This design comes from an exercise in tuning for small area, a short achievable clock period and few clock cycles per item on the open sky130 flow, not from production work.
At most, simulation tests tie the RTL to the original design; equivalence was not proved.
Power and IR drop assume default switching activity.

Design softmax_top, start of the top module:
module softmax_top (
  input  logic        clk,
  input  logic        rst_n,
  input  logic [15:0] fifo_data,
  input  logic        fifo_empty,
  output logic        rd_en,
  output logic [15:0] tx_data,
  output logic        tx_empty,
  input  logic        tx_fifo_en,
  input  logic [1:0]  control
);
Size in the first run: about 1800 cells after synthesis, ~40 I/O pins, roughly 0.022 mm2 of cells after synthesis.
clock: 10.0 ns
lec_check: 0
abc_clock_period_in_ps: 4700
cap_margin: 20
core_margin: 2
core_utilization: 65
cts_buf_list: sky130_fd_sc_hd__clkbuf_16
cts_cluster_diameter: 100
cts_cluster_size: 28
setup_slack_margin: 5.0
slew_margin: 20
standard.sh (not shown) runs the stock make flow with config.mk's settings and CLKGATE_MAP_FILE= SYNTH_SCRIPT=/design/flow/synth_recipe.tcl, a recipe that flattens the netlist after the stock synthesis.
==> flow/flow/run.sh <==
#!/bin/bash
# The standard layout (standard.sh), changed only in how hard and where the
# layout is optimised, not in the constraints it is signed off at:
#  - port buffers are sky130_fd_sc_hd__buf_4 instead of the delay cell buffer_ports picks
#    (every port still gets its own buffer),
#  - the pin placer keeps all pins on one edge (-exclude left:* -exclude right:* -exclude bottom:*), so the
#    bypass paths between input and output pins stay short.
# The full make output goes to make_flow.log; ORFS keeps each step's log
# under orfs/logs.
set -uo pipefail
sed -e 's/SETUP_SLACK_MARGIN=[0-9.]*/SETUP_SLACK_MARGIN=6.0 BUFFER_PORTS_ARGS="-buffer_cell sky130_fd_sc_hd__buf_4" PLACE_PINS_ARGS="-exclude left:* -exclude right:* -exclude bottom:*"/' standard.sh > standard_tuned.sh
bash standard_tuned.sh > make_flow.log 2>&1
status=$?
echo "standard flow exit $status"
exit $status
Rerun with:
--- a/flow/design.v
+++ b/flow/design.v
@@ -40,33 +40,38 @@
   logic         cons_q;     
   logic         in_ok_q;    
   logic         in_ok, take, cons, load, complete;
   logic [5:0]   cls_pair;
   assign ph1 = ph + 4'd1;
   always_ff @(posedge clk) begin
     rx  <= {take ? fifo_data : rx[15:0], rx[255:16]};
     rf0 <= {(cons & ~cpar) ? cls_pair : rf0[5:0], rf0[95:6]};
     rf1 <= {(cons &  cpar) ? cls_pair : rf1[5:0], rf1[95:6]};
     ph  <= ph1;
   end
   logic signed [7:0] mrun, mcur;
-  logic signed [7:0] in_lo, in_hi, in_mx, new_mx;
-  assign in_lo  = fifo_data[7:0];
-  assign in_hi  = fifo_data[15:8];
-  assign in_mx  = (in_hi > in_lo) ? in_hi : in_lo;
-  assign new_mx = ((cnt == 4'd0) || (in_mx > mrun)) ? in_mx : mrun;
+  logic signed [7:0] in_lo, in_hi;
+  logic hi_gt_lo, r_gt_lo, r_gt_hi;
+  logic signed [7:0] in_mx, in_mx3;
+  assign in_lo    = fifo_data[7:0];
+  assign in_hi    = fifo_data[15:8];
+  assign hi_gt_lo = (in_hi > in_lo);
+  assign r_gt_lo  = (mrun > in_lo);
+  assign r_gt_hi  = (mrun > in_hi);
+  assign in_mx    = hi_gt_lo ? in_hi : in_lo;
+  assign in_mx3   = hi_gt_lo ? (r_gt_hi ? mrun : in_hi) : (r_gt_lo ? mrun : in_lo);
   always_ff @(posedge clk) begin
     if (take) begin
-      mrun <= new_mx;
-      if (cnt == 4'd15) mcur <= new_mx;
+      mrun <= (cnt == 4'd0) ? in_mx : in_mx3;
+      if (cnt == 4'd15) mcur <= in_mx3;
     end
   end
   logic [7:0] d_h0, d_h1;
   assign d_h0 = mcur - rx[7:0];
   assign d_h1 = mcur - rx[15:8];
   function automatic logic [2:0] cls_of(input logic [7:0] d);
     cls_of = (d < 8'd6) ? d[2:0] : 3'd6;
   endfunction
   function automatic logic [3:0] sat_of(input logic [7:0] d);
     sat_of = (d[7:4] != 4'd0) ? 4'd15 : d[3:0];
   endfunction
   function automatic logic [12:0] exp_of(input logic [3:0] d);
@@ -120,25 +125,25 @@
     wp_n   = take ? ph1 : wp;
     rem_n  = complete ? 5'd16 : (cons ? rem - 5'd1 : rem);
     rp_n   = (complete | cons) ? ph1 : rp;
     diff_n = diff + 6'(cons) - 6'(load);
     if (take && empty_r) opm_n = ph + 4'd13;    
     else if (load)       opm_n = ph1;
     else                 opm_n = opm;
     empty_n = (cnt_n == 4'd0) & (rem_n == 5'd0) & (diff_n == 6'd0);
     spend_n = start ? 1'b0 : ((s1_valid & s1_last) | spend);
     dbusy_n = start | (dbusy & ~xfer);
     hold0_n = spend_n | (cons & (rem == 5'd1) & dbusy_n);
     cons_n  = (rem_n != 5'd0) & (rp_n == ph1) & ~diff_n[5] & (~rem_n[4] | ~hold0_n);
-    in_ok_n = empty_n | ((wp_n == ph1) & ((rem_n == 5'd0) | (rp_n != wp_n) | cons_n));
+    in_ok_n = empty_n | ((wp_n == ph1) & (((5'(cnt_n) + rem_n) < 5'd16) | cons_n));
   end
   always_ff @(posedge clk) begin
     wp    <= wp_n;
     rp    <= rp_n;
     opm   <= opm_n;
     at_op <= (opm_n == ph1);
   end
   always_ff @(posedge clk or negedge rst_n) begin
     if (!rst_n) begin
       cnt      <= '0;
       rem      <= '0;
       diff     <= '0;
After rerunning: The changed run passed the timing, design-rule and antenna checks. Synthesized area goes up by 1.9%. Cell area climbs by 0.60%. Clock power barely changes. Worst setup slack gets better by 0.16 ns. Hold slack loses 0.011 ns. Via count rises by 7.3%. Cell count is higher by 3.8%. First-iteration DRC count went down by 11%. Register-to-register slack improved by 0.02 ns. Non-clock buffer count fell by 15.
Testbench counts after the change, summed over its fixed seeds: cycles 3,440, items 192.
The RTL of the first run of this note was laid out without a check of its function.

[re-timing with driven ports]
In the flow no input, the clock included, has a driving cell. The finished layouts below were timed again as built, in two steps. Step 1 sets driving cells, clkbuf_16 on the clock port and buf_2 on the other inputs (assumed; they add their load-dependent delay and slew). Step 2 also shifts input and output timing later by t, the mid clock arrival at the registers, as if the neighbouring blocks saw the same clock. Slacks: ideal / step 1 / step 2; pairs: ideal / step 1.
run | t (ns) | setup WS [ns] | latest minus earliest clock arrival (ns) | worst register clock-pin slew, ns | worst data-port slew with drivers (ns)
the first run | 0.632 | 5.143 / 5.100 / 4.595 | 0.018 / 0.018 | 0.11 / 0.11 | 0.05
the second run | 0.645 | 5.301 / 5.255 / 5.112 | 0.041 / 0.041 | 0.11 / 0.11 | 0.06
After both steps setup and hold are still met in every run listed. The setup slack of the first run, which loses most, moves by -0.043 ns with the drivers and by -0.548 ns with both steps.
